This is an optimization exercise on Yosys and OpenROAD, whose aim is a short achievable clock period and few clock cycles, not a production implementation. Where RTL was checked, it was by simulation tests only, not by an equivalence proof against the original. Power and IR drop assume default switching activity.

==> 12-23: inputs <==
Design ww_top, start of the top module:
module ww_top (
	input logic clk,
	input logic reset,
	input logic psel,
	input logic penable,
	input logic pwrite,
	input logic [7:0] paddr,
	input logic [WORD_W-1:0] pwdata,
	output logic [WORD_W-1:0] prdata,
	output logic pready,
	output logic pslverr
);
==> module ww_sequencer, before the edit <==
module ww_sequencer (
	input logic clk,
	input logic reset,
	input logic start,	 
	input logic [ADDR_W-1:0] start_pc,
	input logic [MEM_WORDS*WORD_W-1:0] mem,	 
	output logic [FF_WORDS-1:0] st,
	output logic st_td,
	output logic [WORD_W-1:0] ac,
	output logic running,
	output logic running_nxt,
	output logic alarm,
	output logic alarm_nxt,
	output logic [ADDR_W-1:0] pc_out
);
	localparam logic [1:0] M_EX = 2'd0;
	localparam logic [1:0] M_R1 = 2'd1;
	localparam logic [1:0] M_R2 = 2'd2;
	logic [1:0] mode;
	logic [WORD_W-1:0] ir;
	logic [7:0] dec;	 
	logic [FF_WORDS-1:0] stsel;	 
	logic [WORD_W-1:0] opr;	 
	logic [MEM_WORDS-1:0] osel;	 
	logic [WORD_W-1:0] seqw;	 
	logic [MEM_WORDS-1:0] ssel;	 
	logic [MEM_WORDS-1:0] p1sel;	 
	logic [MEM_WORDS-1:0] i1sel;	 
	logic [ADDR_W-1:0] pc;	 
	logic ovf_q;	 
	logic [ADDR_W-1:0] ia;
	logic ex;
	logic is_ld, is_add, is_ts, is_td, is_cp, is_sp;
	logic stop_op;
	logic jump;
	logic [ADDR_W-1:0] nfa;	 
	logic slow;
	logic [WORD_W-1:0] w;
	logic [7:0] w_dec;
	logic [WORD_W-1:0] w_opr;
	logic [WORD_W-1:0] seq_n;
	logic hit_s;
	logic [WORD_W-1:0] sum;
	logic ovf_raw;
	logic ovf;
	logic stop;
	function automatic logic [MEM_WORDS-1:0] onehot(input logic [ADDR_W-1:0] a);
		onehot = '0;
		if (a[ADDR_W-1:MEM_IDX_W] == '1) begin
			onehot[a[MEM_IDX_W-1:0]] = 1'b1;
		end
	endfunction
	function automatic logic [WORD_W-1:0] pick(input logic [MEM_WORDS*WORD_W-1:0] m,
		input logic [MEM_WORDS-1:0] sel);
		pick = '0;
		for (int i = 0; i < MEM_WORDS; i++) begin
			pick = pick | (m[i*WORD_W +: WORD_W] & {WORD_W{sel[i]}});
		end
	endfunction
	function automatic logic [7:0] decode(input logic [OP_W-1:0] o);
		logic ld, add, neg, ts, td, cp, sp;
		ld = o == OP_CA || o == OP_CS;
		add = o == OP_AD || o == OP_SU;
		neg = o == OP_CS || o == OP_SU;
		ts = o == OP_TS;
		td = o == OP_TD;
		cp = o == OP_CP;
		sp = o == OP_SP;
		decode = {!(ld || add || ts || td || cp || sp), sp, cp, td, ts, neg, add, ld};
	endfunction
	function automatic logic [FF_WORDS-1:0] store_sel(input logic [WORD_W-1:0] w);
		logic [MEM_WORDS-1:0] oh;
		oh = onehot(w[ADDR_W-1:0]);
		store_sel = (w[WORD_W-1:ADDR_W] == OP_TS || w[WORD_W-1:ADDR_W] == OP_TD) ?
			oh[FF_WORDS-1:0] : '0;
	endfunction
	function automatic logic in_ff(input logic [ADDR_W-1:0] a);
		in_ff = a[ADDR_W-1:MEM_IDX_W] == '1 && a[MEM_IDX_W-1:0] < MEM_IDX_W'(FF_WORDS);
	endfunction
	assign ia = ir[ADDR_W-1:0];
	assign ex = running && mode == M_EX && !ovf_q;
	assign is_ld = dec[0];
	assign is_add = dec[1];
	assign is_ts = dec[3];
	assign is_td = dec[4];
	assign is_cp = dec[5];
	assign is_sp = dec[6];
	assign stop_op = dec[7];
	assign jump = ex && (is_sp || (is_cp && ac[WORD_W-1]));
	assign st = ex ? stsel : '0;
	assign st_td = is_td;
	assign nfa = jump ? ia : pc;
	assign slow = in_ff(nfa);
	assign w = jump ? opr : seqw;
	assign w_dec = decode(w[WORD_W-1:ADDR_W]);
	assign hit_s = (ssel[FF_WORDS-1:0] & st) != '0;
	always_comb begin
		w_opr = pick(mem, jump ? osel : ssel);
		if (hit_s) begin
			w_opr[ADDR_W-1:0] = ac[ADDR_W-1:0];
			if (!is_td) begin
				w_opr[WORD_W-1:ADDR_W] = ac[WORD_W-1:ADDR_W];
			end
		end
	end
	assign seq_n = pick(mem, jump ? i1sel : p1sel);
	ww_arith u_add (
		.a(ac),
		.b(opr),
		.sum(sum),
		.overflow(ovf_raw)
	);
	assign ovf = ex && is_add && ovf_raw;
	assign stop = ovf_q || (ex && stop_op);
	assign running_nxt = start || (running && !stop);
	assign alarm_nxt = !start && (alarm || ovf_q);
	always_ff @(posedge clk or negedge reset) begin
		if (!reset) begin
			running <= 1'b0;
			alarm <= 1'b0;
			ovf_q <= 1'b0;
			mode <= M_R1;
			pc_out <= '0;
			ac <= '0;
		end else begin
			running <= running_nxt;
			alarm <= alarm_nxt;
			ovf_q <= ovf;
			if (start) begin
				mode <= M_R1;
			end else if (running) begin
				case (mode)
					M_R1: mode <= M_R2;
					M_R2: mode <= M_EX;
					default: begin
						if (slow) begin
							mode <= M_R1;
						end
					end
				endcase
			end
			if (ex) begin
				pc_out <= pc;
				if (is_ld) begin
					ac <= opr;
				end else if (is_add) begin
					ac <= sum;	 
				end
			end
		end
	end
	always_ff @(posedge clk) begin
		ir <= w;
		dec <= w_dec;
		stsel <= store_sel(w);
		opr <= w_opr ^ {WORD_W{w_dec[2]}};
		osel <= onehot(w_opr[ADDR_W-1:0]);
		seqw <= seq_n;
		ssel <= onehot(seq_n[ADDR_W-1:0]);
		pc <= nfa + 1'b1;
		p1sel <= jump ? onehot(ia + 2'd2) : onehot(pc + 2'd2);
		i1sel <= jump ? onehot(opr[ADDR_W-1:0] + 1'b1) : onehot(seqw[ADDR_W-1:0] + 1'b1);
		if (start) begin
			pc <= start_pc - 1'b1;
			p1sel <= onehot(start_pc);
		end else if (ex && slow) begin
			pc <= nfa - 1'b1;
			p1sel <= onehot(nfa);
		end
	end
endmodule
export LEC_CHECK = 0
export ABC_CLOCK_PERIOD_IN_PS = 2500
export CAP_MARGIN = 20
export CORE_MARGIN = 2
export CORE_UTILIZATION = 35
export SLEW_MARGIN = 20
create_clock -name core_clock -period 9.0 [get_ports {clk}]
standard.sh (not shown) runs the stock make flow with config.mk's settings and CLKGATE_MAP_FILE= SYNTH_SCRIPT=/design/flow/synth_recipe.tcl, a recipe that flattens the netlist after the stock synthesis.
==> flow/flow/run.sh <==
#!/bin/bash
# Standard ORFS layout, with the timing repair aiming for extra setup slack
# (the clock period and the SDC are left as they are).
set -euo pipefail
bash standard.sh SETUP_SLACK_MARGIN=6.3 finish > flow_make.log 2>&1
==> inputs of 02-08, as changes to 12-23 <==
--- a/flow/design.v
+++ b/flow/design.v
@@ -92,40 +92,37 @@
 		end else if (is_pc) begin
 			fast_rd = {{(WORD_W-ADDR_W){1'b0}}, pc};
 		end
 	end
 	always_ff @(posedge clk or negedge reset) begin
 		if (!reset) begin
 			start_sw <= '0;
+			pready <= 1'b1;
+			pslverr <= 1'b0;
 			stat_q <= 1'b0;
 			wcnt <= '0;
 			mem_we <= 1'b0;
 		end else begin
 			mem_we <= setup && pwrite && is_mem && !err;
 			if (start) begin
 				start_sw <= start_pc;
 			end
 			if (setup) begin
+				pslverr <= err;
 				stat_q <= !pwrite && is_stat;
 				wcnt <= '0;
+				pready <= !(slow_rd || (!pwrite && is_stat && running_nxt));
 			end else if (waiting) begin
 				wcnt <= wcnt + 1'b1;
-			end
-		end
-	end
-	always_ff @(posedge clk) begin
-		if (setup) begin
-			pslverr <= err;
-			pready <= !(slow_rd || (!pwrite && is_stat && running_nxt));
-		end else if (waiting) begin
-			if (!stat_q || !running_nxt || wcnt == 6'(WAIT_MAX)) begin
+				if (!stat_q || !running_nxt || wcnt == 6'(WAIT_MAX)) begin
+					pready <= 1'b1;
+				end
+			end else begin
 				pready <= 1'b1;
 			end
-		end else begin
-			pready <= 1'b1;
 		end
 	end
 	always_ff @(posedge clk) begin
 		if (setup) begin
 			prdata <= fast_rd;
 			idx_q <= idx;
 			mem_idx <= idx;
@@ -142,206 +139,145 @@
 `timescale 1ns/1ps
 import ww_pkg::*;
 module ww_sequencer (
 	input logic clk,
 	input logic reset,
 	input logic start,	 
 	input logic [ADDR_W-1:0] start_pc,
-	input logic [MEM_WORDS*WORD_W-1:0] mem,	 
+	input logic [MEM_WORDS*WORD_W-1:0] mem_fwd,
 	output logic [FF_WORDS-1:0] st,
 	output logic st_td,
 	output logic [WORD_W-1:0] ac,
 	output logic running,
 	output logic running_nxt,
 	output logic alarm,
 	output logic alarm_nxt,
 	output logic [ADDR_W-1:0] pc_out
 );
-	localparam logic [1:0] M_EX = 2'd0;
-	localparam logic [1:0] M_R1 = 2'd1;
-	localparam logic [1:0] M_R2 = 2'd2;
-	logic [1:0] mode;
+	logic xv;	 
 	logic [WORD_W-1:0] ir;
-	logic [7:0] dec;	 
-	logic [FF_WORDS-1:0] stsel;	 
-	logic [WORD_W-1:0] opr;	 
-	logic [MEM_WORDS-1:0] osel;	 
-	logic [WORD_W-1:0] seqw;	 
-	logic [MEM_WORDS-1:0] ssel;	 
-	logic [MEM_WORDS-1:0] p1sel;	 
-	logic [MEM_WORDS-1:0] i1sel;	 
+	logic [WORD_W-1:0] opr;
 	logic [ADDR_W-1:0] pc;	 
-	logic ovf_q;	 
+	logic [OP_W-1:0] op;
 	logic [ADDR_W-1:0] ia;
 	logic ex;
-	logic is_ld, is_add, is_ts, is_td, is_cp, is_sp;
+	logic is_ca, is_cs, is_ad, is_su, is_ts, is_td, is_cp, is_sp;
 	logic stop_op;
 	logic jump;
-	logic [ADDR_W-1:0] nfa;	 
-	logic slow;
+	logic [WORD_W-1:0] seq_w;
 	logic [WORD_W-1:0] w;
-	logic [7:0] w_dec;
 	logic [WORD_W-1:0] w_opr;
-	logic [WORD_W-1:0] seq_n;
-	logic hit_s;
+	logic [WORD_W-1:0] addend;
 	logic [WORD_W-1:0] sum;
 	logic ovf_raw;
 	logic ovf;
 	logic stop;
-	function automatic logic [MEM_WORDS-1:0] onehot(input logic [ADDR_W-1:0] a);
-		onehot = '0;
+	function automatic logic [WORD_W-1:0] rd(input logic [MEM_WORDS*WORD_W-1:0] m,
+		input logic [ADDR_W-1:0] a);
+		rd = '0;
 		if (a[ADDR_W-1:MEM_IDX_W] == '1) begin
-			onehot[a[MEM_IDX_W-1:0]] = 1'b1;
+			rd = m[a[MEM_IDX_W-1:0]*WORD_W +: WORD_W];
 		end
 	endfunction
-	function automatic logic [WORD_W-1:0] pick(input logic [MEM_WORDS*WORD_W-1:0] m,
-		input logic [MEM_WORDS-1:0] sel);
-		pick = '0;
-		for (int i = 0; i < MEM_WORDS; i++) begin
-			pick = pick | (m[i*WORD_W +: WORD_W] & {WORD_W{sel[i]}});
-		end
-	endfunction
-	function automatic logic [7:0] decode(input logic [OP_W-1:0] o);
-		logic ld, add, neg, ts, td, cp, sp;
-		ld = o == OP_CA || o == OP_CS;
-		add = o == OP_AD || o == OP_SU;
-		neg = o == OP_CS || o == OP_SU;
-		ts = o == OP_TS;
-		td = o == OP_TD;
-		cp = o == OP_CP;
-		sp = o == OP_SP;
-		decode = {!(ld || add || ts || td || cp || sp), sp, cp, td, ts, neg, add, ld};
-	endfunction
-	function automatic logic [FF_WORDS-1:0] store_sel(input logic [WORD_W-1:0] w);
-		logic [MEM_WORDS-1:0] oh;
-		oh = onehot(w[ADDR_W-1:0]);
-		store_sel = (w[WORD_W-1:ADDR_W] == OP_TS || w[WORD_W-1:ADDR_W] == OP_TD) ?
-			oh[FF_WORDS-1:0] : '0;
-	endfunction
-	function automatic logic in_ff(input logic [ADDR_W-1:0] a);
-		in_ff = a[ADDR_W-1:MEM_IDX_W] == '1 && a[MEM_IDX_W-1:0] < MEM_IDX_W'(FF_WORDS);
-	endfunction
+	assign op = ir[WORD_W-1:ADDR_W];
 	assign ia = ir[ADDR_W-1:0];
-	assign ex = running && mode == M_EX && !ovf_q;
-	assign is_ld = dec[0];
-	assign is_add = dec[1];
-	assign is_ts = dec[3];
-	assign is_td = dec[4];
-	assign is_cp = dec[5];
-	assign is_sp = dec[6];
-	assign stop_op = dec[7];
+	assign ex = running && xv;
+	assign is_ca = op == OP_CA;
+	assign is_cs = op == OP_CS;
+	assign is_ad = op == OP_AD;
+	assign is_su = op == OP_SU;
+	assign is_ts = op == OP_TS;
+	assign is_td = op == OP_TD;
+	assign is_cp = op == OP_CP;
+	assign is_sp = op == OP_SP;
+	assign stop_op = !(is_ca || is_cs || is_ad || is_su || is_ts || is_td || is_cp || is_sp);
 	assign jump = ex && (is_sp || (is_cp && ac[WORD_W-1]));
-	assign st = ex ? stsel : '0;
-	assign st_td = is_td;
-	assign nfa = jump ? ia : pc;
-	assign slow = in_ff(nfa);
-	assign w = jump ? opr : seqw;
-	assign w_dec = decode(w[WORD_W-1:ADDR_W]);
-	assign hit_s = (ssel[FF_WORDS-1:0] & st) != '0;
-	always_comb begin
-		w_opr = pick(mem, jump ? osel : ssel);
-		if (hit_s) begin
-			w_opr[ADDR_W-1:0] = ac[ADDR_W-1:0];
-			if (!is_td) begin
-				w_opr[WORD_W-1:ADDR_W] = ac[WORD_W-1:ADDR_W];
-			end
-		end
+	for (genvar i = 0; i < FF_WORDS; i++) begin : g_st
+		assign st[i] = ex && (is_ts || is_td) && ia == MEM_BASE + ADDR_W'(i);
 	end
-	assign seq_n = pick(mem, jump ? i1sel : p1sel);
+	assign st_td = is_td;
+	assign seq_w = rd(mem_fwd, pc);
+	assign w = jump ? opr : seq_w;
+	assign w_opr = rd(mem_fwd, w[ADDR_W-1:0]);
+	assign addend = is_su ? ~opr : opr;
 	ww_arith u_add (
 		.a(ac),
-		.b(opr),
+		.b(addend),
 		.sum(sum),
 		.overflow(ovf_raw)
 	);
-	assign ovf = ex && is_add && ovf_raw;
-	assign stop = ovf_q || (ex && stop_op);
+	assign ovf = ex && (is_ad || is_su) && ovf_raw;
+	assign stop = ex && (stop_op || ovf);
 	assign running_nxt = start || (running && !stop);
-	assign alarm_nxt = !start && (alarm || ovf_q);
+	assign alarm_nxt = !start && (alarm || ovf);
 	always_ff @(posedge clk or negedge reset) begin
 		if (!reset) begin
 			running <= 1'b0;
 			alarm <= 1'b0;
-			ovf_q <= 1'b0;
-			mode <= M_R1;
+			xv <= 1'b0;
+			pc <= '0;
 			pc_out <= '0;
 			ac <= '0;
 		end else begin
 			running <= running_nxt;
 			alarm <= alarm_nxt;
-			ovf_q <= ovf;
 			if (start) begin
-				mode <= M_R1;
+				xv <= 1'b0;
+				pc <= start_pc;
 			end else if (running) begin
-				case (mode)
-					M_R1: mode <= M_R2;
-					M_R2: mode <= M_EX;
-					default: begin
-						if (slow) begin
-							mode <= M_R1;
-						end
-					end
-				endcase
+				xv <= 1'b1;
+				pc <= (jump ? ia : pc) + 1'b1;
 			end
 			if (ex) begin
 				pc_out <= pc;
-				if (is_ld) begin
-					ac <= opr;
-				end else if (is_add) begin
+				if (is_ca || is_cs) begin
+					ac <= is_cs ? ~opr : opr;
+				end else if (is_ad || is_su) begin
 					ac <= sum;	 
 				end
 			end
 		end
 	end
 	always_ff @(posedge clk) begin
-		ir <= w;
-		dec <= w_dec;
-		stsel <= store_sel(w);
-		opr <= w_opr ^ {WORD_W{w_dec[2]}};
-		osel <= onehot(w_opr[ADDR_W-1:0]);
-		seqw <= seq_n;
-		ssel <= onehot(seq_n[ADDR_W-1:0]);
-		pc <= nfa + 1'b1;
-		p1sel <= jump ? onehot(ia + 2'd2) : onehot(pc + 2'd2);
-		i1sel <= jump ? onehot(opr[ADDR_W-1:0] + 1'b1) : onehot(seqw[ADDR_W-1:0] + 1'b1);
-		if (start) begin
-			pc <= start_pc - 1'b1;
-			p1sel <= onehot(start_pc);
-		end else if (ex && slow) begin
-			pc <= nfa - 1'b1;
-			p1sel <= onehot(nfa);
+		if (running) begin
+			ir <= w;
+			opr <= w_opr;
 		end
 	end
 endmodule
 `timescale 1ns/1ps
 import ww_pkg::*;
 module ww_storage (
 	input logic clk,
 	input logic reset,
 	input logic pwe,	 
 	input logic [MEM_IDX_W-1:0] pidx,
 	input logic [WORD_W-1:0] pdata,
 	input logic [FF_WORDS-1:0] st,	 
 	input logic st_td,	 
 	input logic [WORD_W-1:0] ac,
-	output logic [MEM_WORDS*WORD_W-1:0] q
+	output logic [MEM_WORDS*WORD_W-1:0] q,
+	output logic [MEM_WORDS*WORD_W-1:0] fwd
 );
 	logic [WORD_W-1:0] mem [MEM_WORDS];
 	logic [WORD_W-1:0] nxt [FF_WORDS];
 	for (genvar i = 0; i < MEM_WORDS; i++) begin : g_out
 		assign q[i*WORD_W +: WORD_W] = mem[i];
 		if (i < FF_WORDS) begin : g_ff
 			always_comb begin
 				nxt[i] = mem[i];
 				if (pwe && pidx == MEM_IDX_W'(i)) begin
 					nxt[i] = pdata;
 				end else if (st[i]) begin
 					nxt[i] = st_td ? {mem[i][WORD_W-1:ADDR_W], ac[ADDR_W-1:0]} : ac;
 				end
 			end
+			assign fwd[i*WORD_W +: WORD_W] = nxt[i];
+		end else begin : g_sw
+			assign fwd[i*WORD_W +: WORD_W] = mem[i];
 		end
 	end
 	always_ff @(posedge clk or negedge reset) begin
 		if (!reset) begin
 			for (int i = 0; i < FF_WORDS; i++) begin
 				mem[i] <= '0;	 
 			end
@@ -420,14 +356,15 @@
 	logic [WORD_W-1:0] ac;
 	logic mem_we;
 	logic [MEM_IDX_W-1:0] mem_idx;
 	logic [WORD_W-1:0] mem_wdata;
 	logic [FF_WORDS-1:0] st;
 	logic st_td;
 	logic [MEM_WORDS*WORD_W-1:0] mem_q;
+	logic [MEM_WORDS*WORD_W-1:0] mem_fwd;
 	ww_control_panel u_panel (
 		.clk(clk),
 		.reset(reset),
 		.psel(psel),
 		.penable(penable),
 		.pwrite(pwrite),
 		.paddr(paddr),
@@ -448,15 +385,15 @@
 		.mem_wdata(mem_wdata)
 	);
 	ww_sequencer u_seq (
 		.clk(clk),
 		.reset(reset),
 		.start(start),
 		.start_pc(start_pc),
-		.mem(mem_q),
+		.mem_fwd(mem_fwd),
 		.st(st),
 		.st_td(st_td),
 		.ac(ac),
 		.running(running),
 		.running_nxt(running_nxt),
 		.alarm(alarm),
 		.alarm_nxt(alarm_nxt),
@@ -467,10 +404,11 @@
 		.reset(reset),
 		.pwe(mem_we),
 		.pidx(mem_idx),
 		.pdata(mem_wdata),
 		.st(st),
 		.st_td(st_td),
 		.ac(ac),
-		.q(mem_q)
+		.q(mem_q),
+		.fwd(mem_fwd)
 	);
 endmodule
==> flow/run.sh (new file) <==
#!/bin/bash
# synth_recipe.tcl (not shown) runs the flow's synth.tcl, then flattens the netlist and writes it again
# the make line also repeats each setting of config.mk as NAME=value (left out here)
make -C /OpenROAD-flow-scripts/flow DESIGN_CONFIG=/design/flow/config.mk WORK_HOME=/design/flow/orfs CLKGATE_MAP_FILE= SYNTH_SCRIPT=/design/flow/synth_recipe.tcl finish
==> flow/config.mk (replaced) <==
export PLATFORM = sky130hd
export DESIGN_NAME = ww_top
export DESIGN_NICKNAME = ww_top
export VERILOG_FILES = /design/flow/design.v
export SDC_FILE = /design/flow/constraint.sdc
export NUM_CORES = 4
export LEC_CHECK = 0
export ABC_CLOCK_PERIOD_IN_PS = 2500
export CAP_MARGIN = 20
export CORE_MARGIN = 2
export CORE_UTILIZATION = 40
export SETUP_SLACK_MARGIN = 5
export SLEW_MARGIN = 20
removed: flow/flow/run.sh
removed: flow/standard.sh
==> inputs of 03-25, as changes to 12-23 <==
--- a/flow/design.v
+++ b/flow/design.v
@@ -153,40 +153,48 @@
 	output logic running,
 	output logic running_nxt,
 	output logic alarm,
 	output logic alarm_nxt,
 	output logic [ADDR_W-1:0] pc_out
 );
 	localparam logic [1:0] M_EX = 2'd0;
-	localparam logic [1:0] M_R1 = 2'd1;
-	localparam logic [1:0] M_R2 = 2'd2;
+	localparam logic [1:0] M_F1 = 2'd1;
+	localparam logic [1:0] M_F2 = 2'd2;
 	logic [1:0] mode;
 	logic [WORD_W-1:0] ir;
 	logic [7:0] dec;	 
 	logic [FF_WORDS-1:0] stsel;	 
 	logic [WORD_W-1:0] opr;	 
 	logic [MEM_WORDS-1:0] osel;	 
 	logic [WORD_W-1:0] seqw;	 
 	logic [MEM_WORDS-1:0] ssel;	 
 	logic [MEM_WORDS-1:0] p1sel;	 
 	logic [MEM_WORDS-1:0] i1sel;	 
 	logic [ADDR_W-1:0] pc;	 
+	logic [ADDR_W-1:0] fa;	 
 	logic ovf_q;	 
 	logic [ADDR_W-1:0] ia;
 	logic ex;
 	logic is_ld, is_add, is_ts, is_td, is_cp, is_sp;
 	logic stop_op;
 	logic jump;
 	logic [ADDR_W-1:0] nfa;	 
 	logic slow;
 	logic [WORD_W-1:0] w;
 	logic [7:0] w_dec;
+	logic [WORD_W-1:0] opr_j;
+	logic [WORD_W-1:0] opr_s;
 	logic [WORD_W-1:0] w_opr;
+	logic [WORD_W-1:0] seq_j;
+	logic [WORD_W-1:0] seq_s;
 	logic [WORD_W-1:0] seq_n;
 	logic hit_s;
+	logic [WORD_W-1:0] f1_w;
+	logic [WORD_W-1:0] f2_opr;
+	logic [WORD_W-1:0] f2_seq;
 	logic [WORD_W-1:0] sum;
 	logic ovf_raw;
 	logic ovf;
 	logic stop;
 	function automatic logic [MEM_WORDS-1:0] onehot(input logic [ADDR_W-1:0] a);
 		onehot = '0;
 		if (a[ADDR_W-1:MEM_IDX_W] == '1) begin
@@ -230,27 +238,34 @@
 	assign is_sp = dec[6];
 	assign stop_op = dec[7];
 	assign jump = ex && (is_sp || (is_cp && ac[WORD_W-1]));
 	assign st = ex ? stsel : '0;
 	assign st_td = is_td;
 	assign nfa = jump ? ia : pc;
 	assign slow = in_ff(nfa);
-	assign w = jump ? opr : seqw;
-	assign w_dec = decode(w[WORD_W-1:ADDR_W]);
+	assign opr_j = pick(mem, osel);
 	assign hit_s = (ssel[FF_WORDS-1:0] & st) != '0;
 	always_comb begin
-		w_opr = pick(mem, jump ? osel : ssel);
+		opr_s = pick(mem, ssel);
 		if (hit_s) begin
-			w_opr[ADDR_W-1:0] = ac[ADDR_W-1:0];
+			opr_s[ADDR_W-1:0] = ac[ADDR_W-1:0];
 			if (!is_td) begin
-				w_opr[WORD_W-1:ADDR_W] = ac[WORD_W-1:ADDR_W];
+				opr_s[WORD_W-1:ADDR_W] = ac[WORD_W-1:ADDR_W];
 			end
 		end
 	end
-	assign seq_n = pick(mem, jump ? i1sel : p1sel);
+	assign seq_j = pick(mem, i1sel);
+	assign seq_s = pick(mem, p1sel);
+	assign w = jump ? opr : seqw;
+	assign w_dec = decode(w[WORD_W-1:ADDR_W]);
+	assign w_opr = jump ? opr_j : opr_s;
+	assign seq_n = jump ? seq_j : seq_s;
+	assign f1_w = pick(mem, onehot(fa));
+	assign f2_opr = pick(mem, onehot(ia));
+	assign f2_seq = pick(mem, onehot(pc));
 	ww_arith u_add (
 		.a(ac),
 		.b(opr),
 		.sum(sum),
 		.overflow(ovf_raw)
 	);
 	assign ovf = ex && is_add && ovf_raw;
@@ -258,30 +273,30 @@
 	assign running_nxt = start || (running && !stop);
 	assign alarm_nxt = !start && (alarm || ovf_q);
 	always_ff @(posedge clk or negedge reset) begin
 		if (!reset) begin
 			running <= 1'b0;
 			alarm <= 1'b0;
 			ovf_q <= 1'b0;
-			mode <= M_R1;
+			mode <= M_F1;
 			pc_out <= '0;
 			ac <= '0;
 		end else begin
 			running <= running_nxt;
 			alarm <= alarm_nxt;
 			ovf_q <= ovf;
 			if (start) begin
-				mode <= M_R1;
+				mode <= M_F1;
 			end else if (running) begin
 				case (mode)
-					M_R1: mode <= M_R2;
-					M_R2: mode <= M_EX;
+					M_F1: mode <= M_F2;
+					M_F2: mode <= M_EX;
 					default: begin
 						if (slow) begin
-							mode <= M_R1;
+							mode <= M_F1;
 						end
 					end
 				endcase
 			end
 			if (ex) begin
 				pc_out <= pc;
 				if (is_ld) begin
@@ -289,30 +304,42 @@
 				end else if (is_add) begin
 					ac <= sum;	 
 				end
 			end
 		end
 	end
 	always_ff @(posedge clk) begin
-		ir <= w;
-		dec <= w_dec;
-		stsel <= store_sel(w);
-		opr <= w_opr ^ {WORD_W{w_dec[2]}};
-		osel <= onehot(w_opr[ADDR_W-1:0]);
-		seqw <= seq_n;
-		ssel <= onehot(seq_n[ADDR_W-1:0]);
-		pc <= nfa + 1'b1;
-		p1sel <= jump ? onehot(ia + 2'd2) : onehot(pc + 2'd2);
-		i1sel <= jump ? onehot(opr[ADDR_W-1:0] + 1'b1) : onehot(seqw[ADDR_W-1:0] + 1'b1);
 		if (start) begin
-			pc <= start_pc - 1'b1;
-			p1sel <= onehot(start_pc);
-		end else if (ex && slow) begin
-			pc <= nfa - 1'b1;
-			p1sel <= onehot(nfa);
+			fa <= start_pc;
+		end else if (mode == M_F1) begin
+			ir <= f1_w;
+			dec <= decode(f1_w[WORD_W-1:ADDR_W]);
+			stsel <= store_sel(f1_w);
+			pc <= fa + 1'b1;
+		end else if (mode == M_F2) begin
+			opr <= f2_opr ^ {WORD_W{dec[2]}};
+			osel <= onehot(f2_opr[ADDR_W-1:0]);
+			seqw <= f2_seq;
+			ssel <= onehot(f2_seq[ADDR_W-1:0]);
+			p1sel <= onehot(pc + 1'b1);
+			i1sel <= onehot(ia + 1'b1);
+		end else begin
+			ir <= w;
+			dec <= w_dec;
+			stsel <= store_sel(w);
+			opr <= w_opr ^ {WORD_W{w_dec[2]}};
+			osel <= onehot(w_opr[ADDR_W-1:0]);
+			seqw <= seq_n;
+			ssel <= onehot(seq_n[ADDR_W-1:0]);
+			pc <= nfa + 1'b1;
+			p1sel <= jump ? onehot(ia + 2'd2) : onehot(pc + 2'd2);
+			i1sel <= jump ? onehot(opr[ADDR_W-1:0] + 1'b1) : onehot(seqw[ADDR_W-1:0] + 1'b1);
+			if (slow) begin
+				fa <= nfa;
+			end
 		end
 	end
 endmodule
 `timescale 1ns/1ps
 import ww_pkg::*;
 module ww_storage (
 	input logic clk,
==> flow/config.mk (replaced) <==
export PLATFORM = sky130hd
export DESIGN_NAME = ww_top
export DESIGN_NICKNAME = ww_top
export VERILOG_FILES = /design/flow/design.v
export SDC_FILE = /design/flow/constraint.sdc
export NUM_CORES = 4
export LEC_CHECK = 0
export ABC_CLOCK_PERIOD_IN_PS = 2500
export CAP_MARGIN = 20
export CORE_MARGIN = 2
export CORE_UTILIZATION = 40
export CTS_BUF_LIST = sky130_fd_sc_hd__clkbuf_16
export CTS_CLUSTER_DIAMETER = 150
export CTS_CLUSTER_SIZE = 40
export SLEW_MARGIN = 20
==> results.txt <==
| item | 03-25 | 12-23 | 02-08 |
|---|---|---|---|
| Post-Place Setup Slack | 2.84 ns | 2.86 ns | 3.04 ns |
| Combined area of the multi-input logic cells | - | 0.0248 mm² | 0.0189 mm² |
| Routed via count | - | 41.2k | 28.2k |
| Critical register-to-register path startpoint | - | u_seq.mode[1]$_DFFE_PN0P_ | u_seq.ir[15]$_DFFE_PP_ |
| Distinct cell type count of the synthesized netlist | 95 | 92 | 78 |
| Number of tapcells | - | 1612 | 1254 |
| Share of the final layout cell area in multi-input gates | - | 0.428 | 0.420 |
| Layout Cell Area excl Fill | - | 0.0580 mm² | 0.0450 mm² |
| Via/cell ratio | - | 7.05 | 6.76 |
| Final hold violation count | - | 0 | 0 |
| Timing endpoint of the critical path | - | u_seq.osel[0]$_SDFF_PP0_ | u_seq.opr[11]$_SDFFCE_PP0P_ |
| Hold path startpoint | - | u_seq.pc[10]$_DFF_P_ | u_panel.start_sw[5]$_DFFE_PN0P_ |
| Count of buffers added by post-CTS timing repair for setup | 583 | 220 | 83 |
| Top power consumer group | - | registers | registers |
| Sequential fraction of the synthesis area | 0.363 | 0.502 | 0.496 |
| Min setup slack post-route | - | 4.50 ns | 4.57 ns |
| Ratio of cells with drive above 1 in the final layout | - | 0.363 | 0.296 |
| Async set-or-reset flop fraction in the synthesized netlist | 0.162 | 0.165 | 0.221 |
| Instance area at placement | 0.0698 mm² | 0.0459 mm² | 0.0393 mm² |
| Avg WL per Cell | - | 43.6 µm | 34.7 µm |
| Number of clock sinks | 807 | 795 | 643 |
| Combinational power | - | 2.13 mW | 0.409 mW |
| Result of the run | stopped before the end | finished clean | finished clean |
| Last stage reached | global routing | - | - |
| Max stage delay on crit path | - | 0.53 ns | 0.56 ns |
| Std-Cell Core Area | - | 0.120 mm² | 0.0930 mm² |
| Critical path data required time | - | 9.60 ns | 9.39 ns |
Testbench counts of 02-08, summed over its fixed seeds: cycles 25,610.
The RTL of 12-23 and 03-25 was laid out without a check of its function.

==> static timing again, ports no longer ideal <==
In the flow no input, the clock included, has a driving cell. The finished layouts below were timed again as built, in two steps.
Step 1 (the two cells are an assumption about what drives the block):
set clk [get_ports {clk}]
set_driving_cell -lib_cell sky130_fd_sc_hd__clkbuf_16 $clk
set_driving_cell -lib_cell sky130_fd_sc_hd__buf_2 [delete_from_list [all_inputs] $clk]
Step 2 times the ports against the registers' clock, not the clock port: input delays grow and output delays shrink by t, the midpoint of the rising clock arrivals with the driver on.
a / b / c = no drivers / after step 1 / after step 2; a / b = the first two.
| run | shift t [ns] | setup WS [ns] | worst hold slack (ns) | latest minus earliest clock arrival (ns) | worst data-port slew with drivers (ns) |
|---|---|---|---|---|---|
| 12-23 | 0.778 | 4.495 / 4.495 / 4.495 | 0.469 / 0.469 / 0.469 | 0.046 / 0.045 | 0.23 |
| 02-08 | 0.703 | 4.574 / 4.574 / 4.422 | 0.477 / 0.477 / 0.477 | 0.036 / 0.036 | 0.05 |
After both steps setup and hold are still met in every run listed. For 02-08, which loses most, drivers alone change the setup slack by 0.000 ns; drivers and shift together by -0.152 ns.
